From an optimization exercise on the open Yosys and OpenROAD flow, aimed at small area and a short achievable clock period; shortcuts taken in it are not production practice. In this exercise RTL edits were held to simulation tests only and were not proved equivalent to the original.

## design/flow/flow/run.sh

```bash
#!/bin/bash
# The standard layout (standard.sh), with every input port buffered by a buf_1 cell
# and every output port by a buf_2 cell, instead of the delay buffer buffer_ports
# picks by default. The buffers are placed by flow/ports.tcl, sourced just before
# global placement, where the standard flow would call buffer_ports.
export DONT_BUFFER_PORTS=1
export PRE_GLOBAL_PLACE_TCL="$PWD/flow/ports.tcl"
bash standard.sh > standard.log 2>&1
```

## design/flow/flow/ports.tcl

```tcl
# Port buffers, as the standard flow's buffer_ports, with chosen cells.
puts "Perform port buffering (flow/ports.tcl)..."
buffer_ports -inputs -buffer_cell sky130_fd_sc_hd__buf_1
buffer_ports -outputs -buffer_cell sky130_fd_sc_hd__buf_2
```

## design/flow/standard.sh

```bash
#!/bin/bash
# synth_recipe.tcl (not shown) runs the flow's synth.tcl, then flattens the netlist and writes it again
# the make line also repeats each setting of config.mk as NAME=value (left out here)
make -C /OpenROAD-flow-scripts/flow DESIGN_CONFIG=/design/flow/config.mk WORK_HOME=/design/flow/orfs CLKGATE_MAP_FILE= SYNTH_SCRIPT=/design/flow/synth_recipe.tcl "${@:-finish}"
```

## design/flow/config.mk

```make
export PLATFORM = sky130hd
export DESIGN_NAME = eqController
export DESIGN_NICKNAME = eqController
export VERILOG_FILES = /design/flow/design.v
export SDC_FILE = /design/flow/constraint.sdc
export NUM_CORES = 4
export LEC_CHECK = 0
export ABC_AREA = 1
export CAP_MARGIN = 20
export CORE_MARGIN = 2
export CORE_UTILIZATION = 55
export CTS_BUF_LIST = sky130_fd_sc_hd__clkbuf_4 sky130_fd_sc_hd__clkbuf_8
export PLACE_DENSITY = 0.75
export SETUP_SLACK_MARGIN = 3
export SLEW_MARGIN = 20
```

## design/flow/constraint.sdc

```tcl
create_clock -name core_clock -period 7.0 [get_ports {S_AXI_ACLK}]
set_input_delay 1.4000 -clock core_clock [delete_from_list [all_inputs] [get_ports {S_AXI_ACLK}]]
set_output_delay 1.4000 -clock core_clock [all_outputs]
set_load 0.01 [all_outputs]
```

## design/flow/design.v

```verilog
module eqController #(
    parameter int ADDR_WIDTH     = 6,
    parameter int GAIN_FRAC_BITS = 14
) (
    input  logic                  S_AXI_ACLK,
    input  logic                  S_AXI_ARESETN,
    input  logic                  wr,
    input  logic [ADDR_WIDTH-1:0] wrAddr,
    input  logic [31:0]           wrData,
    output logic                  adcReq,
    output logic [15:0]           adcCmd,
    input  logic                  adcAck,
    input  logic [15:0]           adcData,
    output logic                  dacReq,
    output logic [31:0]           dacWord,
    input  logic                  dacAck
);
    logic        enable;
    logic [15:0] gain0, gain1;
    logic        rst;
    logic        weEn, weG0, weG1;
    logic [15:0] gainIn;
    assign rst    = !S_AXI_ARESETN;
    assign weEn   = rst | (wr && wrAddr == ADDR_WIDTH'(4));
    assign weG0   = rst | (wr && wrAddr == ADDR_WIDTH'(6));
    assign weG1   = rst | (wr && wrAddr == ADDR_WIDTH'(7));
    assign gainIn = (wrData[15:0] & {16{~rst}}) | (16'h4000 & {16{rst}});
    always_ff @(posedge S_AXI_ACLK) begin
        if (weEn) enable <= wrData[0] & ~rst;
        if (weG0) gain0  <= gainIn;
        if (weG1) gain1  <= gainIn;
    end
    localparam logic [3:0] S_IDLE = 4'd0;
    localparam logic [3:0] S_AREQ = 4'd1;
    localparam logic [3:0] S_AREL = 4'd2;
    localparam logic [3:0] S_C0   = 4'd3;
    localparam logic [3:0] S_C1   = 4'd4;
    localparam logic [3:0] S_C2   = 4'd5;
    localparam logic [3:0] S_C3   = 4'd6;
    localparam logic [3:0] S_DREQ = 4'd7;
    localparam logic [3:0] S_DREL = 4'd8;
    localparam logic [3:0] S_N1   = 4'd9;
    localparam logic [3:0] S_NX   = 4'd10;
    logic [3:0] state;
    logic       chan;
    always_ff @(posedge S_AXI_ACLK) begin
        if (!S_AXI_ARESETN) begin
            state <= S_IDLE;
            chan  <= 1'b0;
        end else begin
            case (state)
                S_IDLE: if (enable) state <= S_AREQ;
                S_AREQ: if (adcAck) state <= S_AREL;
                S_AREL: if (!adcAck) state <= S_C0;
                S_C0:   state <= S_C1;
                S_C1:   state <= S_C2;
                S_C2:   state <= S_C3;
                S_C3:   state <= S_DREQ;
                S_DREQ: if (dacAck) state <= S_DREL;
                S_DREL: if (!dacAck) state <= S_N1;
                S_N1: begin
                    state <= S_NX;
                    chan  <= !chan;
                end
                S_NX:   state <= enable ? S_AREQ : S_IDLE;
                default: state <= S_IDLE;
            endcase
        end
    end
    assign adcReq = (state == S_AREQ);
    assign dacReq = (state == S_DREQ);
    logic [15:0] s;
    logic [16:0] sx;
    always_ff @(posedge S_AXI_ACLK) s <= {~adcData[15], adcData[14:0]};
    assign sx = {s[15], s};
    logic        hit;
    logic [15:0] gSel;
    logic [5:0]  gNextLo;
    assign hit     = wr && (wrAddr == ADDR_WIDTH'({5'd3, chan}));
    assign gSel    = chan ? gain1 : gain0;
    assign gNextLo = hit ? wrData[5:0] : gSel[5:0];
    logic [4:0] gT;
    always_ff @(posedge S_AXI_ACLK) gT <= gSel[15:11];
    logic [6:0] win;
    always_comb begin
        case (state)
            S_C0:    win = {gNextLo, 1'b0};
            S_C1:    win = gSel[11:5];
            default: win = {gT[4], gT[4], gT};
        endcase
    end
    logic [2:0] dNeg, dOne, dTwo;
    always_ff @(posedge S_AXI_ACLK) begin
        for (int k = 0; k < 3; k++) begin
            logic [2:0] w;
            w = win[2*k +: 3];
            dNeg[k] <= w[2] & ~(w[1] & w[0]);
            dOne[k] <= w[1] ^ w[0];
            dTwo[k] <= (w[2] & ~w[1] & ~w[0]) | (~w[2] & w[1] & w[0]);
        end
    end
    logic [16:0] p0, p1, p2;
    assign p0 = (({17{dOne[0]}} & sx) | ({17{dTwo[0]}} & {sx[15:0], 1'b0})) ^ {17{dNeg[0]}};
    assign p1 = (({17{dOne[1]}} & sx) | ({17{dTwo[1]}} & {sx[15:0], 1'b0})) ^ {17{dNeg[1]}};
    assign p2 = (({17{dOne[2]}} & sx) | ({17{dTwo[2]}} & {sx[15:0], 1'b0})) ^ {17{dNeg[2]}};
    logic [19:0] acc;
    logic        first;
    logic [15:0] A;
    logic        Ahi;
    always_ff @(posedge S_AXI_ACLK) first <= (state == S_C0);    
    always_comb begin
        A      = acc[19:4] & {16{~first}};
        A[4]   = first ? dNeg[2] : acc[8];
        A[10]  = first ? (gSel[11] & ~(gSel[10] & gSel[9])) : acc[14];
        Ahi    = ~A[15];
    end
    wire fs0 = dNeg[0] ^ A[0];
    wire fc0 = dNeg[0] & A[0];
    wire fs1 = A[1] ^ fc0;
    wire fc1 = A[1] & fc0;
    wire fs2 = dNeg[1] ^ A[2] ^ fc1;
    wire fc2 = (dNeg[1] & A[2]) | (dNeg[1] & fc1) | (A[2] & fc1);
    wire fs3 = p0[2] ^ p1[0];
    wire fc3 = p0[2] & p1[0];
    wire fs4 = A[3] ^ p0[3] ^ p1[1];
    wire fc4 = (A[3] & p0[3]) | (A[3] & p1[1]) | (p0[3] & p1[1]);
    wire fs5 = fc3 ^ fc2;
    wire fc5 = fc3 & fc2;
    wire fs6 = A[4] ^ p0[4] ^ p1[2];
    wire fc6 = (A[4] & p0[4]) | (A[4] & p1[2]) | (p0[4] & p1[2]);
    wire fs7 = p2[0] ^ fc4 ^ fs6;
    wire fc7 = (p2[0] & fc4) | (p2[0] & fs6) | (fc4 & fs6);
    wire fs8 = A[5] ^ p0[5] ^ p1[3];
    wire fc8 = (A[5] & p0[5]) | (A[5] & p1[3]) | (p0[5] & p1[3]);
    wire fs9 = p2[1] ^ fc6 ^ fs8;
    wire fc9 = (p2[1] & fc6) | (p2[1] & fs8) | (fc6 & fs8);
    wire fs10 = A[6] ^ p0[6] ^ p1[4];
    wire fc10 = (A[6] & p0[6]) | (A[6] & p1[4]) | (p0[6] & p1[4]);
    wire fs11 = p2[2] ^ fc8 ^ fs10;
    wire fc11 = (p2[2] & fc8) | (p2[2] & fs10) | (fc8 & fs10);
    wire fs12 = A[7] ^ p0[7] ^ p1[5];
    wire fc12 = (A[7] & p0[7]) | (A[7] & p1[5]) | (p0[7] & p1[5]);
    wire fs13 = p2[3] ^ fc10 ^ fs12;
    wire fc13 = (p2[3] & fc10) | (p2[3] & fs12) | (fc10 & fs12);
    wire fs14 = A[8] ^ p0[8] ^ p1[6];
    wire fc14 = (A[8] & p0[8]) | (A[8] & p1[6]) | (p0[8] & p1[6]);
    wire fs15 = p2[4] ^ fc12 ^ fs14;
    wire fc15 = (p2[4] & fc12) | (p2[4] & fs14) | (fc12 & fs14);
    wire fs16 = A[9] ^ p0[9] ^ p1[7];
    wire fc16 = (A[9] & p0[9]) | (A[9] & p1[7]) | (p0[9] & p1[7]);
    wire fs17 = p2[5] ^ fc14 ^ fs16;
    wire fc17 = (p2[5] & fc14) | (p2[5] & fs16) | (fc14 & fs16);
    wire fs18 = A[10] ^ p0[10] ^ p1[8];
    wire fc18 = (A[10] & p0[10]) | (A[10] & p1[8]) | (p0[10] & p1[8]);
    wire fs19 = p2[6] ^ fc16 ^ fs18;
    wire fc19 = (p2[6] & fc16) | (p2[6] & fs18) | (fc16 & fs18);
    wire fs20 = A[11] ^ p0[11] ^ p1[9];
    wire fc20 = (A[11] & p0[11]) | (A[11] & p1[9]) | (p0[11] & p1[9]);
    wire fs21 = p2[7] ^ fc18 ^ fs20;
    wire fc21 = (p2[7] & fc18) | (p2[7] & fs20) | (fc18 & fs20);
    wire fs22 = A[12] ^ p0[12] ^ p1[10];
    wire fc22 = (A[12] & p0[12]) | (A[12] & p1[10]) | (p0[12] & p1[10]);
    wire fs23 = p2[8] ^ fc20 ^ fs22;
    wire fc23 = (p2[8] & fc20) | (p2[8] & fs22) | (fc20 & fs22);
    wire fs24 = A[13] ^ p0[13] ^ p1[11];
    wire fc24 = (A[13] & p0[13]) | (A[13] & p1[11]) | (p0[13] & p1[11]);
    wire fs25 = p2[9] ^ fc22 ^ fs24;
    wire fc25 = (p2[9] & fc22) | (p2[9] & fs24) | (fc22 & fs24);
    wire fs26 = A[14] ^ p0[14] ^ p1[12];
    wire fc26 = (A[14] & p0[14]) | (A[14] & p1[12]) | (p0[14] & p1[12]);
    wire fs27 = p2[10] ^ fc24 ^ fs26;
    wire fc27 = (p2[10] & fc24) | (p2[10] & fs26) | (fc24 & fs26);
    wire fs28 = A[15] ^ p0[15] ^ p1[13];
    wire fc28 = (A[15] & p0[15]) | (A[15] & p1[13]) | (p0[15] & p1[13]);
    wire fs29 = p2[11] ^ fc26 ^ fs28;
    wire fc29 = (p2[11] & fc26) | (p2[11] & fs28) | (fc26 & fs28);
    wire fs30 = Ahi ^ p1[14] ^ p2[12];
    wire fc30 = (Ahi & p1[14]) | (Ahi & p2[12]) | (p1[14] & p2[12]);
    wire fs31 = ~p0[16] ^ fc28 ^ fs30;
    wire fc31 = (~p0[16] & fc28) | (~p0[16] & fs30) | (fc28 & fs30);
    wire fs32 = p2[13] ^ ~p1[15] ^ fc30;
    wire fc32 = (p2[13] & ~p1[15]) | (p2[13] & fc30) | (~p1[15] & fc30);
    wire fs33 = p1[15] ^ p2[14] ^ ~p1[16];
    wire fc33 = (p1[15] & p2[14]) | (p1[15] & ~p1[16]) | (p2[14] & ~p1[16]);
    wire [21:0] csaX = {1'b1, p2[15], ~p2[15], fs33, fc31, fc29, fc27, fc25, fc23, fc21, fc19, fc17, fc15, fc13, fc11, fc9, fc7, fc5, fs4, fs3, fs1, fs0};
    wire [21:0] csaY = {1'b0, ~p2[16], fc33, fc32, fs32, fs31, fs29, fs27, fs25, fs23, fs21, fs19, fs17, fs15, fs13, fs11, fs9, fs7, fs5, fs2, p0[1], p0[0]};
    logic [21:0] sum;
    assign sum = csaX + csaY;
    always_ff @(posedge S_AXI_ACLK) begin
        if (state == S_C1 || state == S_C2 || state == S_C3) acc <= sum[21:2];
    end
    logic        ovf;
    logic [15:0] code;
    assign ovf  = (acc[17] != acc[16]) || (acc[17] != acc[15]);
    assign code = ovf ? {16{~acc[17]}} : {~acc[15], acc[14:0]};
    assign adcCmd  = {1'b1, chan, 14'd0};
    assign dacWord = {15'h0018, chan, code};
endmodule
```

==> results of run 1 <==
-- critical path: cells and delay by family (launching register included) --
family / cells / cell delay [ps]
buffers and inverters: 2 / 120
AND/OR/NAND/NOR: 7 / 960
flip-flops: 1 / 730
AO/OA/AOI/OAI: 1 / 350
adder cells (fa/ha/maj): 3 / 1420
-- kinds of logic after synthesis --
group                    after synthesis  synth area share [%]
AND/OR/NAND/NOR                      277                  17.9
buffers and inverters                207                  13.5
AO/OA/AOI/OAI                        130                  11.2
flip-flops                            89                  34.5
XOR/XNOR                              63                  8.24
adder cells (fa/ha/maj)               57                  14.0
multiplexers                           3                 0.448
other                                  2                 0.112
-- cells in the mapped netlist, types with 2 or more instances --
| library cell | number | area share [%] |
|---|---|---|
| fa_1 | 30 | 9.0 |
| a21o_1 | 3 | 0.34 |
| nand3b_1 | 10 | 1.1 |
| clkbuf_1 | 10 | 0.56 |
| nor4_1 | 2 | 0.19 |
| o21bai_1 | 5 | 0.56 |
| mux2i_1 | 3 | 0.45 |
| nor3_1 | 6 | 0.45 |
| a21oi_1 | 32 | 2.4 |
| nand2_2 | 6 | 0.56 |
| nor2_2 | 2 | 0.19 |
| edfxtp_1 | 53 | 24 |
| o22ai_1 | 45 | 4.2 |
| nor2_1 | 50 | 2.8 |
| nand2_1 | 156 | 8.7 |
| a31oi_1 | 3 | 0.28 |
| nand4_1 | 6 | 0.56 |
| nand3_1 | 34 | 2.5 |
| ha_1 | 27 | 5.0 |
| buf_1 | 2 | 0.11 |
| inv_2 | 4 | 0.22 |
| conb_1 | 2 | 0.11 |
| buf_4 | 33 | 3.7 |
| o21a_1 | 2 | 0.22 |
| o21ai_0 | 37 | 2.8 |
| buf_2 | 5 | 0.37 |
| dfxtp_1 | 36 | 11 |
| xor2_1 | 60 | 7.8 |
| xnor2_1 | 3 | 0.39 |
| inv_1 | 152 | 8.5 |
-- what timing repair did --
| action | CTS | global route |
|---|---|---|
| resized for setup | 0 | 9 |
| setup buffers | 0 | 11 |
| setup endpoints to repair | 0 | 11 |
-- registers in the layout (all words and copies together), names as in the netlist, 3 cells and up --
signal and count:
dOne 3, acc 20, state 4, gain1 16, s 16, gT 5
dNeg 3, dTwo 3, gain0 16
-- layout by cell type (no fill, tap or decap), drive strengths merged --
cell type | netlist | routed
nand2 | 162 | 162
inv | 156 | 156
xor2 | 60 | 60
nor2 | 54 | 54
edfxtp | 53 | 53
o22ai | 45 | 45
o21ai | 37 | 37
dfxtp | 36 | 36
nand3 | 34 | 34
a21oi | 33 | 33
fa | 30 | 30
conb | 2 | 30
ha | 27 | 27
buf | 40 | 15
nand3b | 10 | 10
clkbuf | 10 | 9
nor3 | 6 | 6
nand4 | 6 | 6
o21bai | 5 | 5
clkinvlp | 0 | 4
clkinv | 1 | 4
xnor2 | 3 | 3
mux2i | 3 | 3
a31oi | 3 | 3
a21o | 3 | 3
nor4 | 2 | 2
o21a | 2 | 2
and2 | 1 | 1
or2 | 1 | 1
o211ai | 1 | 1
nor3b | 1 | 1
a22oi | 1 | 1
-- layout make-up --
type / count / area [um2]
Timing Repair Buffer: 15 / 154
Clock inverter: 7 / 81.3
Sequential cell: 89 / 2320
Clock buffer: 9 / 124
Inverter: 157 / 604
Multi-Input combinational cell: 560 / 3590
Fill cell: 1076 / 4910
Tap cell: 147 / 184
-- worst paths after layout --
kind	slack, ps	end	from	cells after the start
max	3190	acc[18]	first	13
min	440	gT[2]	gain0[13]	2
max reg2reg	3190	acc[18]	first	13
min reg2reg	440	gT[2]	gain0[13]	2
-- metrics by stage --
stage / cells / worst slack [ps]
6_report: 984 / 3190
5_1_grt: 984 / 2950
4_1_cts: 973 / 3070
3_5_place_dp: 957 / 3080
3_3_place_gp: 957 / 3110
2_1_floorplan: 856 / 3500
-- routing by layer --
metal | share of wire [%] | routed length [um] | vias to the layer above | GRT usage, %
met5 | 0 | 0 | - | 0
met4 | 2.9 | 407 | 0 | 10.2
met3 | 4.7 | 661 | 28 | 4.82
met2 | 52 | 7340 | 135 | 42.3
met1 | 41 | 5770 | 2439 | 25.3
li1 | - | - | 2617 | -
==> impl_metrics.yaml, run 1 <==
status:
  status: "timing/DRC/antenna clean"
die:
  die_w_um: 114
  die_area_um2: 13100
  coreArea_um2: 12000
  io_pins: 109
  die_y_um: 114
  placementRows: 40
  start_util_pct: 56.0
setup_path:
  cp_cell_sequence: "nor2_1, a31oi_1, fa_1, fa_1, inv_1, ha_1, nand2_1, nor2_1, inv_1, nor3_1, nand3_1, nand3_1, nand2_1"
  worst-setup-path-type: "reg -> reg"
  worstPathRequired_ps: 7160
  worstSetupEndpointType: "flop"
  max_stage_delay_ps: 730
  crit_slowest_cell: "dfxtp_1"
  start_kind: "flop"
  crit_arrival_ps: 3960
  worstPathMaxFanout: 15
clocking:
  hold_buffers: 0
  clk_pin_slew_ps: 100
  numCtsBuffers: 9
  cts_tree: "built"
  clockRootBuffer: "clkbuf_8"
  h-tree-depth: 3
  cts_sinks: 89
  clk_latency_ps: 390
  clock_path_buffers: 2
placement:
  routabilityCongestion: 0.978
  numPortBuffers: 62
  dp_hpwl_um: 11100
  place_area_um2: 6710
global_routing:
  antenna_found_initial: 0
  grt_usage_pct: 22.9
  grt_pass1_vias: 5135
  grt_pass1_wl_um: 23400
  grt_max_degree: 22
  gr-total-overflow: 0
drt:
  firstDrtPassIters: 5
  vias: 5219
  viasPerCell: 5.30
  wl_um: 14200
  wire_per_inst_um: 14.4
  drtIter0Drc: 282
  postRouteAntennaNets: 0
  drcViolationCount: 0
final_layout:
  areaGrowthSynthToFinish_pct: 5.32
  fin_area_um2: 7060
  drive_gt1_share_pct: 6.57
  post-route-util_pct: 59.0
  fin_nets: 948
  antenna_cells: 0
yosys:
  avgSynthCellArea_um2: 8.09
  synth_async_sr_flop_share_pct: 0
  synth_edf_count: 53
  synthCells: 828
  synth.cell_area_um2: 6700
  yosysWarnings: 1
  synth_seq_area_share_pct: 34.5
  ys.flop_type: "edfxtp_1"
  synth-seq-cells: 89
  synthDistinctLibCells: 39
timing:
  report.final.slew_viol_count: 0
  final.min_clock_period_ps: 3810
  relSlewSlack_pct: 37.4
  fin_worst_skew_ps: 9.06
  fmax_ghz: 0.263
  max_slew.worst_pin.slew_ps: 940
  fin_crit_sh_pct: 54.4
  fin_hold_ws_ps: 443
  hold_viol_final: 0
  setup_violations: 0
  rsz0062_at_grt: "true"
  finalSetupTns_ps: 0
hold_path:
  hold_class: "reg -> reg"
flow_run:
  maxCapViolCount: 0
==> run 2, diff against run 1 <==
--- a/design/flow/config.mk
+++ b/design/flow/config.mk
@@ -13,3 +13,4 @@
 export PLACE_DENSITY = 0.75
 export SETUP_SLACK_MARGIN = 3
 export SLEW_MARGIN = 20
+export TNS_END_PERCENT = 5
==> run 2 against run 1 <==
  * Non-clock buffer count fell by 8
  * Via count fell by 0.57%
  * Clock skew down 1.7 ps
  * Cell area shrank 1.3%
  * Register-to-register slack lost 40 ps
  * Largest cell class unchanged
==> impl_metrics.yaml, run 2 <==
placement:
  dp_hpwl_um: 11100
  numPortBuffers: 62
  routabilityCongestion: 0.978
yosys:
  synth-seq-cells: 89
  avgSynthCellArea_um2: 8.09
  synthDistinctLibCells: 39
  synth_seq_area_share_pct: 34.5
  yosys.cell_count.top_type: "nand2_1"
  synth_area_leader_cell: "edfxtp_1"
  netlist.area_leader.share_pct: 23.8
  synth_commonest_cells: "nand2_1 (156), inv_1 (152), xor2_1 (60)"
  synth.cell_area_um2: 6700
  ys.flop_type: "edfxtp_1"
  yosysWarnings: 1
  synth_edf_count: 53
  synthCells: 828
  synth.area.top_cells: "edfxtp_1 (24%), dfxtp_1 (11%), fa_1 (9.0%)"
  synth_async_sr_flop_share_pct: 0
setup_path:
  r2r-start: "dOne[1]"
  max_stage_delay_ps: 470
  crit-reg2reg-capture: "acc[19]"
  reg2reg_depth: 14
  crit_slowest_cell: "fa_1"
  r2r_setup_slack_ps: 3150
  cp_cell_sequence: "clkinvlp_4, buf_12, o22ai_1, xor2_1, fa_1, fa_1, ha_1, nand2_1, inv_1, nand3_1, o21ai_0, nand3_1, nand2_1, a21oi_1"
  crit_family: "adder cells"
  path_buf_inv: 3
  crit_arrival_ps: 3990
  worst-setup-path-type: "reg -> reg"
  worstSetupEndpointType: "flop"
  worstPathRequired_ps: 7150
  worstPathMaxFanout: 7
  start_kind: "flop"
die:
  start_util_pct: 56.0
  die_y_um: 114
  die_area_um2: 13100
  coreArea_um2: 12000
  die_w_um: 114
  placementRows: 40
  io_pins: 109
clocking:
  clock_path_buffers: 2
  clk_pin_slew_ps: 100
  h-tree-depth: 3
  numCtsBuffers: 9
  clockRootBuffer: "clkbuf_8"
  cts_sinks: 89
  cts_tree: "built"
  hold_buffers: 0
  clk_latency_ps: 390
timing:
  report.final.slew_viol_count: 0
  max_slew.worst_pin.slew_ps: 937
  setup_violations: 0
  fin_crit_sh_pct: 55.0
  final.min_clock_period_ps: 3850
  relSlewSlack_pct: 37.5
  hold_viol_final: 0
  rsz0062_at_grt: "true"
  fmax_ghz: 0.260
  fin_worst_skew_ps: 7.40
  finalSetupTns_ps: 0
status:
  status: "timing/DRC/antenna clean"
final_layout:
  fin_nets: 940
  layout_common_cells: "nand2_1 (156), inv_1 (150), xor2_1 (60)"
  drive_gt1_share_pct: 5.31
  fillCellCount: 1096
  areaGrowthSynthToFinish_pct: 3.92
  largest_register_ffs: 20
  antenna_cells: 0
  layout_commonest_cell: "nand2_1"
  top_register: "acc"
hold_path:
  hold_end: "gT[2]"
  hold_class: "reg -> reg"
  min_from: "gain0[13]"
  holdPathStages: 2
drt:
  vias: 5189
  firstDrtPassIters: 4
  postRouteAntennaNets: 0
  wl_um: 14100
  viasPerCell: 5.32
  drtIter0Drc: 300
  drcViolationCount: 0
  wire_per_inst_um: 14.4
global_routing:
  gr-total-overflow: 0
  antenna_found_initial: 0
  grt_pass1_vias: 5135
  grt_usage_pct: 22.9
  grt_pass1_wl_um: 23400
  grt_max_degree: 22
flow_run:
  maxCapViolCount: 0
## run 2: cell counts after synthesis
Identical to the previous run, type by type.
## run 2: repair_timing
item	CTS	global route
setup endpoints to repair	0	11
buffers inserted	0	3
resized for setup	0	5
## run 2: how the worst max path moves through the flow
stage / start / endpoint / slack (ps) / depth (start not counted)
finish: dOne[1] / acc[19] / 3150 / 14
CTS: dNeg[1] / acc[18] / 3070 / 13
global route: dOne[0] / acc[12] / 2900 / 13
detailed placement: dNeg[1] / acc[17] / 3080 / 11
floorplan: dNeg[2] / acc[18] / 3500 / 13
global placement: dNeg[1] / acc[18] / 3110 / 13
## run 2: logic make-up (layout without fill, tap and decap cells)
| kind of cell | after synthesis | in the layout | share of synthesized area, % |
|---|---|---|---|
| AND/OR/NAND/NOR | 277 | 277 | 17.9 |
| buffers and inverters | 207 | 180 | 13.5 |
| AO/OA/AOI/OAI | 130 | 130 | 11.2 |
| flip-flops | 89 | 89 | 34.5 |
| XOR/XNOR | 63 | 63 | 8.24 |
| adder cells (fa/ha/maj) | 57 | 57 | 14.0 |
| multiplexers | 3 | 3 | 0.448 |
| other | 2 | 30 | 0.112 |
## run 2: through the flow
step	cells	instance area [um2]	hold WS [ps]	worst slack, ps	util [%]
6_report	976	6960	444	3150	58.2
5_1_grt	976	6960	465	2900	58.2
4_1_cts	973	6910	445	3070	57.8
3_5_place_dp	957	6710	420	3080	56.1
3_3_place_gp	957	6700	418	3110	56.0
2_1_floorplan	856	6800	412	3500	-
## run 2: final cells by class
type	instances	area, um2	share of cell area, %
clock buffers	9	124	1.78
clock inverters	7	81.3	1.17
inverters	157	597	8.57
multi-input cells	560	3590	51.6
flip-flops and latches	89	2310	33.2
well taps	147	184	2.64
repair buffers	7	68.8	0.988
## run 2: worst reg2reg max path, stage by stage, from the launching register on
cell,delay [ps]
dfxtp_1,440
clkinvlp_4,230
buf_12,180
o22ai_1,150
xor2_1,200
fa_1,470
fa_1,470
ha_1,390
nand2_1,70
inv_1,100
nand3_1,90
o21ai_0,390
nand3_1,180
nand2_1,150
a21oi_1,90
## run 2: metal layers
layer / vias up / global-route usage [%] / routed length [um]
met4: 0 / 10.2 / 440
met1: 2422 / 25.3 / 5750
met3: 31 / 4.82 / 661
li1: 2597 / - / -
met5: - / 0 / 0
met2: 139 / 42.3 / 7260
==> run 3, diff against run 2 <==
--- a/design/flow/config.mk
+++ b/design/flow/config.mk
@@ -6,11 +6,10 @@
 export NUM_CORES = 4
 export LEC_CHECK = 0
 export ABC_AREA = 1
-export CAP_MARGIN = 20
+export CAP_MARGIN = 0
 export CORE_MARGIN = 2
 export CORE_UTILIZATION = 55
 export CTS_BUF_LIST = sky130_fd_sc_hd__clkbuf_4 sky130_fd_sc_hd__clkbuf_8
 export PLACE_DENSITY = 0.75
 export SETUP_SLACK_MARGIN = 3
-export SLEW_MARGIN = 20
-export TNS_END_PERCENT = 5
+export SLEW_MARGIN = 0
==> run 3 against run 2 <==
  * Critical path type unchanged
  * Area after synthesis is the same
  * Sequential cell count is the same
  * Cell area grew 1.3%
  * Register-to-register slack gained 40 ps
  * Still clean on timing, DRC and antenna
  * Setup slack gained 45 ps
  * Maximum frequency grew 1.2%
  * Utilization grew 0.75 points
  * Non-clock buffer count grew 7
  * Worst hold slack lost 2.6 ps
  * Clock-buffer cell count is the same
==> impl_metrics.yaml, run 3 <==
clocking:
  clk_pin_slew_ps: 100
  hold_buffers: 0
  numCtsBuffers: 9
  cts_sinks: 89
  clk_latency_ps: 400
  h-tree-depth: 3
  cts_tree: "built"
  clockRootBuffer: "clkbuf_8"
  clock_path_buffers: 2
timing:
  relSlewSlack_pct: 22.0
  fmax_ghz: 0.263
  hold_viol_final: 0
  setup_violations: 0
  fin_crit_sh_pct: 54.3
  finalSetupTns_ps: 0
  fin_worst_skew_ps: 9.02
  fin_hold_ws_ps: 441
  rsz0062_at_grt: "true"
  fin_ws_ps: 3200
  final.min_clock_period_ps: 3800
  report.final.slew_viol_count: 0
  max_slew.worst_pin.slew_ps: 1170
die:
  die_area_um2: 13100
  coreArea_um2: 12000
  placementRows: 40
  start_util_pct: 56.0
  io_pins: 109
  die_w_um: 114
  die_y_um: 114
drt:
  vias: 5183
  drcViolationCount: 0
  viasPerCell: 5.27
  postRouteAntennaNets: 0
  drtIter0Drc: 210
  wire_per_inst_um: 14.4
  firstDrtPassIters: 4
  wl_um: 14100
hold_path:
  hold_class: "reg -> reg"
global_routing:
  grt_pass1_wl_um: 23600
  grt_max_degree: 22
  grt_pass1_vias: 5167
  gr-total-overflow: 0
  antenna_found_initial: 0
  grt_usage_pct: 23.3
placement:
  place_area_um2: 6700
  routabilityCongestion: 0.978
  dp_hpwl_um: 11100
  dp_slack_ps: 3100
  numPortBuffers: 62
yosys:
  ys.flop_type: "edfxtp_1"
  synth_edf_count: 53
  synth-seq-cells: 89
  yosysWarnings: 1
  synthCells: 828
  synth_seq_area_share_pct: 34.5
  netlist.area_leader.share_pct: 23.8
  yosys.cell_count.top_type: "nand2_1"
  synth_area_leader_cell: "edfxtp_1"
  synth_commonest_cells: "nand2_1 (156), inv_1 (152), xor2_1 (60)"
  synthDistinctLibCells: 39
  synth_async_sr_flop_share_pct: 0
  synth.cell_area_um2: 6700
  synth.area.top_cells: "edfxtp_1 (24%), dfxtp_1 (11%), fa_1 (9.0%)"
  avgSynthCellArea_um2: 8.09
setup_path:
  worstPathMaxFanout: 11
  worstPathRequired_ps: 7160
  worstSetupEndpointType: "flop"
  worst-setup-path-type: "reg -> reg"
  crit_arrival_ps: 3960
  start_kind: "flop"
final_layout:
  antenna_cells: 0
  largest_register_ffs: 20
  drive_gt1_share_pct: 6.58
  layout_commonest_cell: "nand2_1"
  post-route-util_pct: 59.0
  layout_common_cells: "nand2_1 (156), inv_1 (148), xor2_1 (60)"
  areaGrowthSynthToFinish_pct: 5.27
  fillCellCount: 1092
  fin_nets: 947
  top_register: "acc"
  fin_area_um2: 7050
flow_run:
  maxCapViolCount: 0
status:
  status: "timing/DRC/antenna clean"
run 3: cell counts after synthesis:
No cell type changed its count.
run 3: path summary, 6_finish.rpt:
kind / slack, ps / from / endpoint / cells past startpoint
setup / recovery: 3200 / dOne[0] / acc[18] / 16
hold / removal: 440 / gain0[15] / gT[4] / 2
setup reg to reg: 3200 / dOne[0] / acc[18] / 16
hold reg to reg: 440 / gain0[15] / gT[4] / 2
run 3: area by class of cell:
| class | instances | area, um2 | share of cell area [%] |
|---|---|---|---|
| Sequential cell | 89 | 2310 | 32.8 |
| Clock inverter | 7 | 96.3 | 1.37 |
| Timing Repair Buffer | 14 | 134 | 1.90 |
| Tap cell | 147 | 184 | 2.61 |
| Clock buffer | 9 | 124 | 1.76 |
| Inverter | 157 | 604 | 8.57 |
| Multi-Input combinational cell | 560 | 3590 | 51.0 |
run 3: worst max-delay path: stages, from the launching register on:
cell and delay [ps]:
dfxtp_1 460, clkinvlp_4 210, buf_12 180, o22ai_1 160, xor2_1 110, fa_1 510, inv_1 50, fa_1 540
inv_1 40, ha_1 380, nand2_1 130, nor2_1 160, inv_1 70, nor3_1 220, nand3_1 150, nand3_1 110
nand2_1 60
run 3: timing repair:
action                     CTS  global route
setup endpoints to repair    0            11
gates resized for setup      0             9
setup buffers                0            10
run 3: cells by family after synthesis:
family	Yosys count	synth area share (%)
AOI/OAI and AO/OA	130	11.2
buffers and inverters	207	13.5
DFF	89	34.5
and+or+nand+nor	277	17.9
muxes	3	0.448
adders and majority gates	57	14.0
xor gates and xnor gates	63	8.24
other	2	0.112
run 3: stage by stage:
stage | cells
3_5_place_dp | 957
6_report | 983
5_1_grt | 983
3_3_place_gp | 957
4_1_cts | 973
2_1_floorplan | 856
run 3: per-layer routing:
metal,global-route usage [%],wire [um]
met5,0,0
met4,11.1,499
met3,6.03,708
met2,42.1,7260
met1,25.4,5670
==> run 4, diff against run 3 <==
--- a/design/flow/config.mk
+++ b/design/flow/config.mk
@@ -13,3 +13,4 @@
 export PLACE_DENSITY = 0.75
 export SETUP_SLACK_MARGIN = 3
 export SLEW_MARGIN = 0
+export TNS_END_PERCENT = 5
==> run 4 against run 3 <==
  * Still clean
  * Setup slack got worse by 20 ps
  * Utilization is 0.54 points lower
  * Sequential cell count stayed put
  * Sequential share of layout area is 0.31 points higher
  * Cell area is 0.92% lower
  * Non-clock buffer count down 5
  * Worst hold slack improved by 1.8 ps
  * Critical endpoint is now acc[19]
==> impl_metrics.yaml, run 4 <==
clocking:
  clock_path_buffers: 2
  numCtsBuffers: 9
  clk_latency_ps: 400
  hold_buffers: 0
  cts_tree: "built"
  cts_sinks: 89
  clk_pin_slew_ps: 100
  h-tree-depth: 3
  clockRootBuffer: "clkbuf_8"
yosys:
  yosys.cell_count.top_type: "nand2_1"
  synthDistinctLibCells: 39
  synth.area.top_cells: "edfxtp_1 (24%), dfxtp_1 (11%), fa_1 (9.0%)"
  synthCells: 828
  synth-seq-cells: 89
  synth_seq_area_share_pct: 34.5
  avgSynthCellArea_um2: 8.09
  synth_edf_count: 53
  synth.cell_area_um2: 6700
  synth_async_sr_flop_share_pct: 0
  synth_area_leader_cell: "edfxtp_1"
  ys.flop_type: "edfxtp_1"
  netlist.area_leader.share_pct: 23.8
  synth_commonest_cells: "nand2_1 (156), inv_1 (152), xor2_1 (60)"
  yosysWarnings: 1
setup_path:
  worstSetupEndpointType: "flop"
  worstPathMaxFanout: 15
  worst-setup-path-type: "reg -> reg"
  start_kind: "flop"
  worstPathRequired_ps: 7150
  crit_arrival_ps: 3970
final_layout:
  fin_nets: 942
  areaGrowthSynthToFinish_pct: 4.30
  layout_commonest_cell: "nand2_1"
  layout_common_cells: "nand2_1 (156), inv_1 (150), xor2_1 (60)"
  finalNonFillerCells: 978
  antenna_cells: 0
  largest_register_ffs: 20
  post-route-util_pct: 58.4
  drive_gt1_share_pct: 5.54
  top_register: "acc"
drt:
  postRouteAntennaNets: 0
  drcViolationCount: 0
  vias: 5149
  firstDrtPassIters: 5
  wl_um: 14100
  wire_per_inst_um: 14.4
  drtIter0Drc: 283
  viasPerCell: 5.26
global_routing:
  grt_pass1_wl_um: 23600
  grt_max_degree: 22
  gr-total-overflow: 0
  grt_pass1_vias: 5167
  grt_usage_pct: 23.3
  antenna_found_initial: 0
placement:
  routabilityCongestion: 0.978
  dp_hpwl_um: 11100
  dp_slack_ps: 3100
  placed_cells: 957
  numPortBuffers: 62
timing:
  relSlewSlack_pct: 22.1
  setup_violations: 0
  rsz0062_at_grt: "true"
  report.final.slew_viol_count: 0
  fin_crit_sh_pct: 54.6
  max_slew.worst_pin.slew_ps: 1170
  fmax_ghz: 0.262
  finalSetupTns_ps: 0
  hold_viol_final: 0
  fin_ws_ps: 3180
  fin_hold_ws_ps: 443
  fin_worst_skew_ps: 8.97
  final.min_clock_period_ps: 3820
die:
  start_util_pct: 56.0
  coreArea_um2: 12000
  die_w_um: 114
  placementRows: 40
  io_pins: 109
  die_y_um: 114
  die_area_um2: 13100
hold_path:
  hold_class: "reg -> reg"
status:
  status: "timing/DRC/antenna clean"
flow_run:
  maxCapViolCount: 0
-- run 4: cell counts after synthesis --
Identical to the previous run, type by type.
-- run 4: layer usage --
layer	vias up	part of all wire, %	wire, um	track usage [%]
li1	2598	-	-	-
met1	2366	40	5680	25.4
met5	-	0	0	0
met4	0	3.3	463	11.1
met2	151	51	7230	42.1
met3	34	5.1	715	6.03
-- run 4: timing repair --
action | in CTS | in global routing
buffers inserted | 0 | 5
setup endpoints to repair | 0 | 11
resized for setup | 0 | 5
-- run 4: cell type report --
type                       count  area [um2]
sequential                    89        2310
clock inverter                 7        96.3
fill                        1093        4970
timing repair buffer           9        83.8
tap                          147         184
inverter                     157         597
clock buffer                   9         124
multi-input combinational    560        3590
-- run 4: path summary, 6_finish.rpt --
| check | slack [ps] | start | cells past startpoint | to |
|---|---|---|---|---|
| worst max register to register | 3180 | dOne[0] | 13 | acc[19] |
| worst max-delay path | 3180 | dOne[0] | 13 | acc[19] |
| worst min-delay path | 440 | gain0[15] | 2 | gT[4] |
| worst min register to register | 440 | gain0[15] | 2 | gT[4] |
-- run 4: stage by stage --
stage | area, um2
2_1_floorplan | 6800
3_3_place_gp | 6700
3_5_place_dp | 6700
4_1_cts | 6920
5_1_grt | 6990
6_report | 6990
-- run 4: logic make-up after synthesis --
group / synth area share, %
AO/OA/AOI/OAI: 11.2
XOR/XNOR: 8.24
adder cells (fa/ha/maj): 14.0
buffers and inverters: 13.5
flip-flops: 34.5
multiplexers: 0.448
other: 0.112
AND/OR/NAND/NOR: 17.9
-- run 4: worst max-delay path, stage by stage, from the launching register on --
cell     delay, ps
dfxtp_1        360
inv_1          390
o22ai_1        180
xor2_1         200
fa_1           560
fa_1           430
ha_1           380
nand2_1         70
inv_1          110
nand3_1        100
o21ai_0        370
nand3_1        180
nand2_1        150
a21oi_1         90
==> run 5, diff against run 4 <==
--- a/design/flow/config.mk
+++ b/design/flow/config.mk
@@ -5,7 +5,7 @@
 export SDC_FILE = /design/flow/constraint.sdc
 export NUM_CORES = 4
 export LEC_CHECK = 0
-export ABC_AREA = 1
+export ABC_AREA = 0
 export CAP_MARGIN = 0
 export CORE_MARGIN = 2
 export CORE_UTILIZATION = 55
==> run 5 against run 4 <==
  * Still clean on timing, DRC and antenna
  * Die area decreased by 1.0%
  * Cell area shrank 0.47%
  * Routed wire length increased by 0.70%
  * Register-to-register slack got worse by 20 ps
  * Critical path depth stayed put
  * Via count is 5.2% lower
  * Utilization is essentially flat
  * Critical path type unchanged
==> impl_metrics.yaml, run 5 <==
status:
  status: "timing/DRC/antenna clean"
setup_path:
  worst-setup-path-type: "reg -> reg"
  crit_arrival_ps: 3950
  start_kind: "flop"
  worstPathMaxFanout: 9
  reg2reg_depth: 13
  r2r-start: "chan"
  crit-reg2reg-capture: "acc[17]"
  worstSetupEndpointType: "flop"
  r2r_setup_slack_ps: 3160
  worstPathRequired_ps: 7110
clocking:
  cts_sinks: 89
  numCtsBuffers: 9
  clockRootBuffer: "clkbuf_8"
  hold_buffers: 0
  clk_latency_ps: 370
  cts_tree: "built"
  clock_path_buffers: 2
  clk_pin_slew_ps: 100
  h-tree-depth: 3
global_routing:
  grtUsageMet1_pct: 32.3
  grt_pass1_vias: 4633
  grt_pass1_wl_um: 23000
  gr-total-overflow: 0
  grt-busiest-layer: "met2"
  grt_use_met3_pct: 5.26
  grt_max_degree: 32
  grt_usage_pct: 22.3
  met2_usage_pct: 34.1
  antenna_found_initial: 1
timing:
  setup_violations: 0
  final.min_clock_period_ps: 3840
  fin_worst_skew_ps: 14.4
  rsz0062_at_grt: "true"
  hold_viol_final: 0
  fin_ws_ps: 3160
  relSlewSlack_pct: 25.0
  fmax_ghz: 0.261
  max_slew.worst_pin.slew_ps: 1130
  report.final.slew_viol_count: 0
  finalSetupTns_ps: 0
  fin_crit_sh_pct: 54.8
placement:
  placed_cells: 803
  routabilityCongestion: 0.903
  numPortBuffers: 62
  dp_slack_ps: 2590
  dp_hpwl_um: 10600
yosys:
  synth_xor_area_share_pct: 8.98
  synthCells: 697
  synth_compound_area_share_pct: 16.0
  yosysWarnings: 1
  yosys.cell_count.top_type: "nor2_1"
  synthSimpleGateAreaFrac_pct: 14.2
  synth_top_family_by_area: "compound AO/OA/AOI/OAI gates"
  synth_commonest_cells: "nor2_1 (61), edfxtp_1 (53), inv_1 (51)"
  avgSynthCellArea_um2: 9.51
  synth.cell_area_um2: 6630
  synthDistinctLibCells: 59
  ys.flop_type: "edfxtp_1"
  netlist.area_leader.share_pct: 24.0
  synthAdderAreaFrac_pct: 14.2
  synth_seq_area_share_pct: 34.9
  synth-seq-cells: 89
  synth.area.top_cells: "edfxtp_1 (24%), dfxtp_1 (11%), fa_1 (9.1%)"
  synth_edf_count: 53
  synthMuxAreaShare_pct: 2.45
  synth_area_leader_cell: "edfxtp_1"
  synth_async_sr_flop_share_pct: 0
drt:
  firstDrtPassIters: 6
  viasPerCell: 5.88
  drcViolationCount: 0
  wire_per_inst_um: 17.1
  vias: 4882
  postRouteAntennaNets: 0
  wl_um: 14200
  drtIter0Drc: 418
hold_path:
  min_from: "gain0[12]"
  hold_end: "gT[1]"
  hold_class: "reg -> reg"
  holdPathStages: 1
final_layout:
  finalNonFillerCells: 830
  layout_common_cells: "nor2_1 (61), edfxtp_1 (53), inv_1 (51)"
  layout_commonest_cell: "nor2_1"
  top_register: "acc"
  largest_register_ffs: 20
  fin_nets: 793
  drive_gt1_share_pct: 10.7
  areaGrowthSynthToFinish_pct: 4.91
die:
  start_util_pct: 55.7
  coreArea_um2: 11900
  die_y_um: 114
  die_w_um: 114
  die_area_um2: 12900
  placementRows: 40
  io_pins: 109
flow_run:
  maxCapViolCount: 0
## run 5: logic make-up after synthesis
logic type	count (synthesis)
flip-flops	89
adder cells (fa/ha/maj)	57
buffers and inverters	123
AO/OA/AOI/OAI	157
AND/OR/NAND/NOR	186
XOR/XNOR	68
other	2
multiplexers	15
## run 5: how the worst max path moves through the flow
| stage | startpoint | endpoint | slack, ps |
|---|---|---|---|
| global placement | chan | acc[19] | 2670 |
| finish | chan | acc[17] | 3160 |
| global route | chan | acc[17] | 2990 |
| CTS | first | acc[12] | 2970 |
| floorplan | dNeg[0] | acc[19] | 3040 |
| detailed placement | chan | acc[18] | 2590 |
## run 5: through the flow
stage | utilization [%] | cell area [um2] | hold slack, ps
6_report | 58.4 | 6950 | 480
4_1_cts | 57.2 | 6820 | 483
2_1_floorplan | - | 6740 | 448
5_1_grt | 58.4 | 6950 | 491
3_5_place_dp | 54.8 | 6530 | 455
3_3_place_gp | 54.8 | 6530 | 457
## run 5: worst max-delay path: stages (launching register included)
cell	delay, ps
dfxtp_4	380
buf_12	140
mux2_2	350
a21oi_2	170
mux2i_1	130
fa_1	440
fa_1	400
inv_1	70
ha_1	330
a211o_1	300
a21oi_1	130
o21ai_0	110
a31o_2	280
o41a_1	360
## run 5: what timing repair did
item                                    4_1_cts  5_1_grt
resized for setup                            14       21
gates cloned                                  1        1
pin swaps                                     1       10
endpoints found under the hold margin         0        0
endpoints found under the setup margin        9       10
buffers inserted                              2        6
## run 5: cell type report
cell class	count	area, um2
sequential	89	2340
timing repair buffer	13	153
inverter	51	191
tap	147	184
antenna	1	2.50
multi-input combinational	513	3880
clock inverter	7	75.1
clock buffer	9	124
fill	1015	4960
## run 5: per-layer routing
layer  up-vias  wire [um]
li1       2311          -
met1      2355       6640
met2       200       6410
met3        16        979
met4         0        160
met5         -          0
==> run 6, diff against run 5 <==
--- a/design/flow/config.mk
+++ b/design/flow/config.mk
@@ -11,6 +11,6 @@
 export CORE_UTILIZATION = 55
 export CTS_BUF_LIST = sky130_fd_sc_hd__clkbuf_4 sky130_fd_sc_hd__clkbuf_8
 export PLACE_DENSITY = 0.75
-export SETUP_SLACK_MARGIN = 3
+export SETUP_SLACK_MARGIN = 3.5
 export SLEW_MARGIN = 0
 export TNS_END_PERCENT = 5
==> run 6 against run 5 <==
  * Setup slack improved by 250 ps
  * First-iteration DRC count down 9.6%
  * Register-to-register slack improved by 250 ps
  * Area after synthesis unchanged
  * Die area unchanged
  * Sequential cell count is the same
  * Final cell count increased by 2.0%
  * Global-route usage rose by 0.29 points
  * Sequential share of layout area fell by 1.5 points
==> impl_metrics.yaml, run 6 <==
status:
  status: "timing/DRC/antenna clean"
final_layout:
  areaGrowthSynthToFinish_pct: 10.2
  layout_common_cells: "nor2_1 (61), edfxtp_1 (53), inv_1 (49)"
  antenna_cells: 0
  largest_register_ffs: 20
  layout_commonest_cell: "nor2_1"
  drive_gt1_share_pct: 18.3
  fin_nets: 811
  fillCellCount: 969
  top_register: "acc"
yosys:
  synth-seq-cells: 89
  yosysWarnings: 1
  synth_edf_count: 53
  synthMuxAreaShare_pct: 2.45
  synth_commonest_cells: "nor2_1 (61), edfxtp_1 (53), inv_1 (51)"
  avgSynthCellArea_um2: 9.51
  netlist.area_leader.share_pct: 24.0
  synthCells: 697
  synth_area_leader_cell: "edfxtp_1"
  synth_async_sr_flop_share_pct: 0
  synthSimpleGateAreaFrac_pct: 14.2
  synth_top_family_by_area: "compound AO/OA/AOI/OAI gates"
  ys.flop_type: "edfxtp_1"
  synth_xor_area_share_pct: 8.98
  synth_compound_area_share_pct: 16.0
  synth.area.top_cells: "edfxtp_1 (24%), dfxtp_1 (11%), fa_1 (9.1%)"
  synth_seq_area_share_pct: 34.9
  synthAdderAreaFrac_pct: 14.2
  synthDistinctLibCells: 59
  yosys.cell_count.top_type: "nor2_1"
  synth.cell_area_um2: 6630
die:
  coreArea_um2: 11900
  die_y_um: 114
  start_util_pct: 55.7
  io_pins: 109
  placementRows: 40
  die_w_um: 114
  die_area_um2: 12900
placement:
  routabilityCongestion: 0.904
  dp_hpwl_um: 10200
  numPortBuffers: 62
timing:
  fin_crit_sh_pct: 51.2
  rsz0062_at_grt: "true"
  final.min_clock_period_ps: 3580
  fmax_ghz: 0.279
  fin_hold_ws_ps: 482
  setup_violations: 0
  report.final.slew_viol_count: 0
  hold_viol_final: 0
  fin_worst_skew_ps: 8.63
  max_slew.worst_pin.slew_ps: 1120
  finalSetupTns_ps: 0
  relSlewSlack_pct: 25.0
setup_path:
  max_stage_delay_ps: 460
  worstPathRequired_ps: 7120
  crit_arrival_ps: 3710
  worstPathMaxFanout: 8
  worstSetupEndpointType: "flop"
  worst-setup-path-type: "reg -> reg"
  reg2reg_depth: 12
  cp_cell_sequence: "buf_6, buf_4, a22oi_1, xnor2_1, fa_1, fa_1, ha_2, a211o_1, o31ai_4, nand2_2, a311oi_2, xnor2_1"
  start_kind: "flop"
  crit_slowest_cell: "fa_1"
clocking:
  cts_tree: "built"
  numCtsBuffers: 9
  cts_sinks: 89
  hold_buffers: 0
  h-tree-depth: 3
  clock_path_buffers: 2
  clockRootBuffer: "clkbuf_8"
  clk_latency_ps: 360
  clk_pin_slew_ps: 100
drt:
  postRouteAntennaNets: 0
  wire_per_inst_um: 17.5
  firstDrtPassIters: 5
  drcViolationCount: 0
  wl_um: 14800
  viasPerCell: 5.86
  vias: 4963
  drtIter0Drc: 378
global_routing:
  grt_usage_pct: 22.6
  grt_max_degree: 26
  antenna_found_initial: 0
  grt_pass1_wl_um: 23100
  gr-total-overflow: 0
  grt_pass1_vias: 4688
hold_path:
  holdPathStages: 1
  hold_class: "reg -> reg"
flow_run:
  maxCapViolCount: 0
run 6: worst max-delay path: cells and delay by family (launching register included):
family / cells / cell delay [ps]
adder cells (fa/ha/maj): 3 / 1160
AO/OA/AOI/OAI: 4 / 1090
flip-flops: 1 / 400
buffers and inverters: 2 / 300
XOR/XNOR: 2 / 250
AND/OR/NAND/NOR: 1 / 140
run 6: kinds of logic (layout without fill, tap and decap cells):
| group | count (synthesis) | in the layout |
|---|---|---|
| AND/OR/NAND/NOR | 186 | 186 |
| AO/OA/AOI/OAI | 157 | 157 |
| buffers and inverters | 123 | 98 |
| flip-flops | 89 | 89 |
| XOR/XNOR | 68 | 68 |
| adder cells (fa/ha/maj) | 57 | 57 |
| multiplexers | 15 | 15 |
| other | 2 | 30 |
run 6: worst paths after layout:
path | from | end | slack (ps)
worst max register to register | dOne[1] | acc[12] | 3420
worst max-delay path | dOne[1] | acc[12] | 3420
worst min register to register | gain1[12] | gT[1] | 480
worst min-delay path | gain1[12] | gT[1] | 480
run 6: metrics by stage:
step	instance area, um2	worst slack (ps)	utilization [%]	std cells
6_report	7310	3420	61.3	847
5_1_grt	7310	3220	61.3	847
4_1_cts	7000	3420	58.8	833
3_5_place_dp	6530	2580	54.8	802
3_3_place_gp	6530	2580	54.8	802
2_1_floorplan	6780	3270	-	725
run 6: routing by layer:
layer	vias to the layer above	share of wire (%)	track usage [%]
met5	-	0	0
met4	0	1.3	6.34
met3	18	8.2	5.05
met2	231	46	35.1
met1	2367	44	32.2
li1	2347	-	-
run 6: cell type report:
class                      count  area, um2  area share, %
tap                          147        184           2.52
multi-input combinational    513       4140           56.7
clock buffer                   9        124           1.70
inverter                      51        191           2.62
timing repair buffer          31        239           3.27
clock inverter                 7       75.1           1.03
sequential                    89       2350           32.2
run 6: repair_timing:
item | in CTS | in global routing
setup buffers | 15 | 14
pin swaps | 13 | 16
gates resized for setup | 48 | 39
hold endpoints to repair | 0 | 0
setup endpoints to repair | 17 | 15
==> run 7, diff against run 6 <==
--- a/design/flow/config.mk
+++ b/design/flow/config.mk
@@ -11,6 +11,6 @@
 export CORE_UTILIZATION = 55
 export CTS_BUF_LIST = sky130_fd_sc_hd__clkbuf_4 sky130_fd_sc_hd__clkbuf_8
 export PLACE_DENSITY = 0.75
-export SETUP_SLACK_MARGIN = 3.5
+export SETUP_SLACK_MARGIN = 2.5
 export SLEW_MARGIN = 0
 export TNS_END_PERCENT = 5
==> run 7 against run 6 <==
  * Utilization fell by 4.3 points
  * Area after synthesis did not move
  * Setup slack got worse by 670 ps
  * Global-route usage fell by 0.075 points
  * Register-to-register slack got worse by 670 ps
  * Sequential share of layout area rose by 1.9 points
  * Critical path depth rose by 2
  * Synthesized cell count did not move
  * Critical endpoint is now acc[19]
  * Highest routed layer unchanged
==> impl_metrics.yaml, run 7 <==
status:
  status: "timing/DRC/antenna clean"
final_layout:
  areaGrowthSynthToFinish_pct: 2.51
  fillCellCount: 1033
  drive_gt1_share_pct: 7.14
  largest_register_ffs: 20
  antenna_cells: 0
  post-route-util_pct: 57.0
  fin_nets: 783
  layout_common_cells: "nor2_1 (61), edfxtp_1 (53), inv_1 (51)"
  layout_commonest_cell: "nor2_1"
  top_register: "acc"
yosys:
  ys.flop_type: "edfxtp_1"
  synth.cell_area_um2: 6630
  netlist.area_leader.share_pct: 24.0
  synth_commonest_cells: "nor2_1 (61), edfxtp_1 (53), inv_1 (51)"
  synth_seq_area_share_pct: 34.9
  synth.area.top_cells: "edfxtp_1 (24%), dfxtp_1 (11%), fa_1 (9.1%)"
  synth_edf_count: 53
  yosys.cell_count.top_type: "nor2_1"
  synth_async_sr_flop_share_pct: 0
  avgSynthCellArea_um2: 9.51
  synth_area_leader_cell: "edfxtp_1"
  synthCells: 697
  yosysWarnings: 1
  synthDistinctLibCells: 59
  synth-seq-cells: 89
timing:
  hold_viol_final: 0
  max_slew.worst_pin.slew_ps: 1110
  fin_worst_skew_ps: 10.8
  report.final.slew_viol_count: 0
  rsz0062_at_grt: "false"
  relSlewSlack_pct: 25.8
  finalSetupTns_ps: 0
  fin_crit_sh_pct: 60.8
  fmax_ghz: 0.235
  final.min_clock_period_ps: 4250
  setup_violations: 0
global_routing:
  gr-total-overflow: 0
  grt_pass1_vias: 4681
  grt_max_degree: 33
  grt_usage_pct: 22.5
  grt_pass1_wl_um: 23100
  antenna_found_initial: 0
die:
  die_y_um: 114
  start_util_pct: 55.7
  die_area_um2: 12900
  die_w_um: 114
  placementRows: 40
  coreArea_um2: 11900
  io_pins: 109
placement:
  dp_hpwl_um: 10500
  routabilityCongestion: 0.910
  numPortBuffers: 62
drt:
  postRouteAntennaNets: 0
  drcViolationCount: 0
  drtIter0Drc: 316
  viasPerCell: 5.83
  firstDrtPassIters: 9
  vias: 4773
  wl_um: 14100
  wire_per_inst_um: 17.2
setup_path:
  worstPathMaxFanout: 28
  cp_cell_sequence: "buf_8, mux2_2, a21oi_1, mux2i_1, fa_1, fa_1, inv_1, ha_2, nand4_1, nor4_2, o21ai_0, nand3_1, a221oi_1, o21ba_2"
  start_kind: "flop"
  worstPathRequired_ps: 7130
  worstSetupEndpointType: "flop"
  max_stage_delay_ps: 550
  crit_slowest_cell: "fa_1"
  worst-setup-path-type: "reg -> reg"
  crit_top_cell: "fa_1"
  crit_family: "adder cells"
  path_buf_inv: 2
  crit_arrival_ps: 4390
  r2r_setup_slack_ps: 2750
clocking:
  h-tree-depth: 3
  numCtsBuffers: 9
  postCtsSetupBuffers: 0
  clk_pin_slew_ps: 100
  clk_latency_ps: 380
  clock_path_buffers: 2
  hold_buffers: 0
  cts_tree: "built"
  clockRootBuffer: "clkbuf_8"
  cts_sinks: 89
flow_run:
  maxCapViolCount: 0
hold_path:
  hold_class: "reg -> reg"
## run 7: per-layer routing
metal	global-route usage [%]	vias to the layer above	wire [um]
li1	-	2289	-
met1	31.8	2293	6570
met2	35.4	177	6450
met3	4.09	14	880
met4	7.48	0	210
met5	0	-	0
## run 7: layout make-up
type / count / area, um2 / area share, %
well taps: 147 / 184 / 2.71
flip-flops and latches: 89 / 2320 / 34.1
clock inverters: 7 / 125 / 1.84
repair buffers: 3 / 30.0 / 0.442
clock buffers: 9 / 124 / 1.82
inverters: 51 / 191 / 2.82
multi-input cells: 513 / 3820 / 56.3
## run 7: timing repair
action	CTS	global route
cloned	0	0
resized for setup	1	7
setup endpoints to repair	1	4
## run 7: cells by family after synthesis
logic type               count (synthesis)  share of synthesized area, %
flip-flops                              89                          34.9
adder cells (fa/ha/maj)                 57                          14.2
buffers and inverters                  123                          9.21
other                                    2                         0.113
XOR/XNOR                                68                          8.98
multiplexers                            15                          2.45
AND/OR/NAND/NOR                        186                          14.2
AO/OA/AOI/OAI                          157                          16.0
## run 7: final timing paths
| kind | cells after the start | endpoint | from |
|---|---|---|---|
| min reg2reg | 1 | gT[3] | gain1[14] |
| max reg2reg | 14 | acc[19] | chan |
| min | 1 | gT[3] | gain1[14] |
| max | 14 | acc[19] | chan |
## run 7: per-stage QoR
| step | setup slack (ps) | instances | hold slack [ps] | area, um2 |
|---|---|---|---|---|
| floorplan | 2800 | 725 | 448 | 6730 |
| global placement | 2680 | 803 | 453 | 6530 |
| detailed placement | 2650 | 803 | 455 | 6530 |
| CTS | 2620 | 819 | 483 | 6780 |
| global route | 2500 | 819 | 505 | 6800 |
| finish | 2750 | 819 | 485 | 6800 |
==> run 8, diff against run 7 <==
--- a/design/flow/config.mk
+++ b/design/flow/config.mk
@@ -11,6 +11,6 @@
 export CORE_UTILIZATION = 55
 export CTS_BUF_LIST = sky130_fd_sc_hd__clkbuf_4 sky130_fd_sc_hd__clkbuf_8
 export PLACE_DENSITY = 0.75
-export SETUP_SLACK_MARGIN = 2.5
+export SETUP_SLACK_MARGIN = 3.75
 export SLEW_MARGIN = 0
 export TNS_END_PERCENT = 5
==> run 8 against run 7 <==
  * Still clean on timing, DRC and antenna
  * Maximum frequency up 18%
  * Setup slack better by 650 ps
  * First-iteration DRC count up 22%
  * Die area unchanged
  * Sequential share of layout area down 2.0 points
  * Via count up 4.6%
  * Global-route usage up 0.075 points
  * Critical endpoint is now acc[12]
==> impl_metrics.yaml, run 8 <==
setup_path:
  crit_family: "adder cells"
  crit_arrival_ps: 3720
  worstSetupEndpointType: "flop"
  max_stage_delay_ps: 470
  r2r_setup_slack_ps: 3400
  start_kind: "flop"
  startpoint: "dOne[1]"
  r2r-start: "dOne[1]"
  crit_slowest_cell: "fa_1"
  path_buf_inv: 2
  worstPathRequired_ps: 7120
  worstPathMaxFanout: 8
  worst-setup-path-type: "reg -> reg"
  cp_cell_sequence: "buf_6, buf_4, a22oi_1, xnor2_1, fa_1, fa_1, ha_2, a211o_1, o31ai_4, nand2_2, a311oi_2, xnor2_1"
final_layout:
  areaGrowthSynthToFinish_pct: 10.5
  drive_gt1_share_pct: 18.7
  layout_common_cells: "nor2_1 (61), edfxtp_1 (53), inv_1 (49)"
  multi_input_area_um2: 4150
  largest_register_ffs: 20
  layout_commonest_cell: "nor2_1"
  fillCellCount: 967
  fin_nets: 812
  regArea_um2: 2350
  top_register: "acc"
  antenna_cells: 0
timing:
  fmax_ghz: 0.278
  rsz0062_at_grt: "true"
  final.min_clock_period_ps: 3600
  setup_violations: 0
  finalSetupTns_ps: 0
  fin_hold_ws_ps: 482
  report.final.slew_viol_count: 0
  max_slew.worst_pin.slew_ps: 1140
  relSlewSlack_pct: 24.2
  fin_worst_skew_ps: 8.24
  fin_crit_sh_pct: 51.4
  hold_viol_final: 0
yosys:
  yosys.cell_count.top_type: "nor2_1"
  synthCells: 697
  synth_commonest_cells: "nor2_1 (61), edfxtp_1 (53), inv_1 (51)"
  synth.area.top_cells: "edfxtp_1 (24%), dfxtp_1 (11%), fa_1 (9.1%)"
  synthDistinctLibCells: 59
  synth-seq-cells: 89
  avgSynthCellArea_um2: 9.51
  synth_async_sr_flop_share_pct: 0
  synth_edf_count: 53
  synth_seq_area_share_pct: 34.9
  netlist.area_leader.share_pct: 24.0
  ys.flop_type: "edfxtp_1"
  yosysWarnings: 1
  synth_area_leader_cell: "edfxtp_1"
  synth.cell_area_um2: 6630
drt:
  viasPerCell: 5.89
  wire_per_inst_um: 17.6
  vias: 4993
  postRouteAntennaNets: 0
  wl_um: 14900
  drcViolationCount: 0
  drtIter0Drc: 387
  firstDrtPassIters: 5
status:
  status: "timing/DRC/antenna clean"
clocking:
  clockRootBuffer: "clkbuf_8"
  numCtsBuffers: 9
  clock_path_buffers: 2
  h-tree-depth: 3
  clk_latency_ps: 360
  cts_tree: "built"
  hold_buffers: 0
  clk_pin_slew_ps: 100
  cts_sinks: 89
die:
  die_w_um: 114
  coreArea_um2: 11900
  start_util_pct: 55.7
  placementRows: 40
  die_y_um: 114
  io_pins: 109
  die_area_um2: 12900
placement:
  routabilityCongestion: 0.904
  dp_hpwl_um: 10200
  numPortBuffers: 62
global_routing:
  grt_max_degree: 26
  grt_pass1_vias: 4688
  grt_usage_pct: 22.6
  gr-total-overflow: 0
  antenna_found_initial: 0
  grt_pass1_wl_um: 23100
hold_path:
  min_from: "gain1[12]"
  hold_class: "reg -> reg"
flow_run:
  maxCapViolCount: 0
[run 8: cell counts after synthesis]
No cell type changed its count.
[run 8: metal layers]
metal | track usage, % | vias up | wire length, um
met3 | 5.05 | 26 | 1320
met2 | 35.1 | 249 | 6870
li1 | - | 2350 | -
met4 | 6.34 | 0 | 219
met5 | 0 | - | 0
met1 | 32.2 | 2368 | 6470
[run 8: logic make-up (layout without fill, tap and decap cells)]
family	after synthesis	after routing	share of synthesized area, %
multiplexers	15	15	2.45
other	2	30	0.113
adder cells (fa/ha/maj)	57	57	14.2
buffers and inverters	123	99	9.21
AO/OA/AOI/OAI	157	157	16.0
flip-flops	89	89	34.9
AND/OR/NAND/NOR	186	186	14.2
XOR/XNOR	68	68	8.98
[run 8: timing repair]
action | CTS | global route
setup buffers | 15 | 15
endpoints found under the hold margin | 0 | 0
resized for setup | 48 | 41
pin swaps | 13 | 17
setup endpoints to repair | 34 | 51
[run 8: through the flow]
stage | instance area (um2) | setup slack [ps] | instances | util (%)
finish | 7320 | 3400 | 848 | 61.5
global route | 7320 | 3230 | 848 | 61.5
CTS | 7000 | 3420 | 833 | 58.8
detailed placement | 6530 | 2580 | 802 | 54.8
global placement | 6530 | 2580 | 802 | 54.8
floorplan | 6780 | 3270 | 725 | -
[run 8: final cells by class]
cell class / instances / share of cell area (%)
multi-input combinational: 513 / 56.7
sequential: 89 / 32.1
timing repair buffer: 32 / 3.37
inverter: 51 / 2.61
tap: 147 / 2.51
clock buffer: 9 / 1.69
clock inverter: 7 / 1.02
[run 8: final timing paths]
path                                end  depth (start not counted)
worst max-delay path            acc[12]                         12
worst min-delay path              gT[1]                          1
worst max register to register  acc[12]                         12
worst min register to register    gT[1]                          1

==> what the ideal ports hide <==
Ports are ideal in the flow. The routed layouts listed here were re-timed in OpenROAD. Step 1 (the two cells are an assumption about what drives the block):
set clk [get_ports {S_AXI_ACLK}]
set_driving_cell -lib_cell sky130_fd_sc_hd__clkbuf_16 $clk
set_driving_cell -lib_cell sky130_fd_sc_hd__buf_2 [delete_from_list [all_inputs] $clk]
Step 2 times the ports against the registers' clock, not the clock port: input delays grow and output delays shrink by t, the midpoint of the rising clock arrivals with the driver on. Slacks: ideal ports / drivers / drivers and shift; pairs: ideal ports / drivers.
| run | shift t [ns] | setup WS [ns] | worst data-port slew with drivers (ns) | cell pins on the clock port's net |
|---|---|---|---|---|
| run 1 | 0.418 | 3.193 / 3.193 / 3.193 | 0.34 | 1 |
| run 2 | 0.420 | 3.153 / 3.153 / 3.153 | 0.33 | 1 |
| run 3 | 0.425 | 3.197 / 3.197 / 3.197 | 0.33 | 1 |
| run 4 | 0.423 | 3.178 / 3.178 / 3.178 | 0.33 | 1 |
| run 5 | 0.393 | 3.162 / 3.162 / 3.162 | 0.37 | 1 |
| run 6 | 0.392 | 3.416 / 3.416 / 3.325 | 0.37 | 1 |
| run 7 | 0.410 | 2.746 / 2.746 / 2.746 | 0.38 | 1 |
| run 8 | 0.392 | 3.399 / 3.399 / 3.305 | 0.38 | 1 |
After both steps every run listed still meets setup and hold. The setup slack of run 8, which loses most, moves by 0.000 ns with the drivers and by -0.094 ns with both steps.
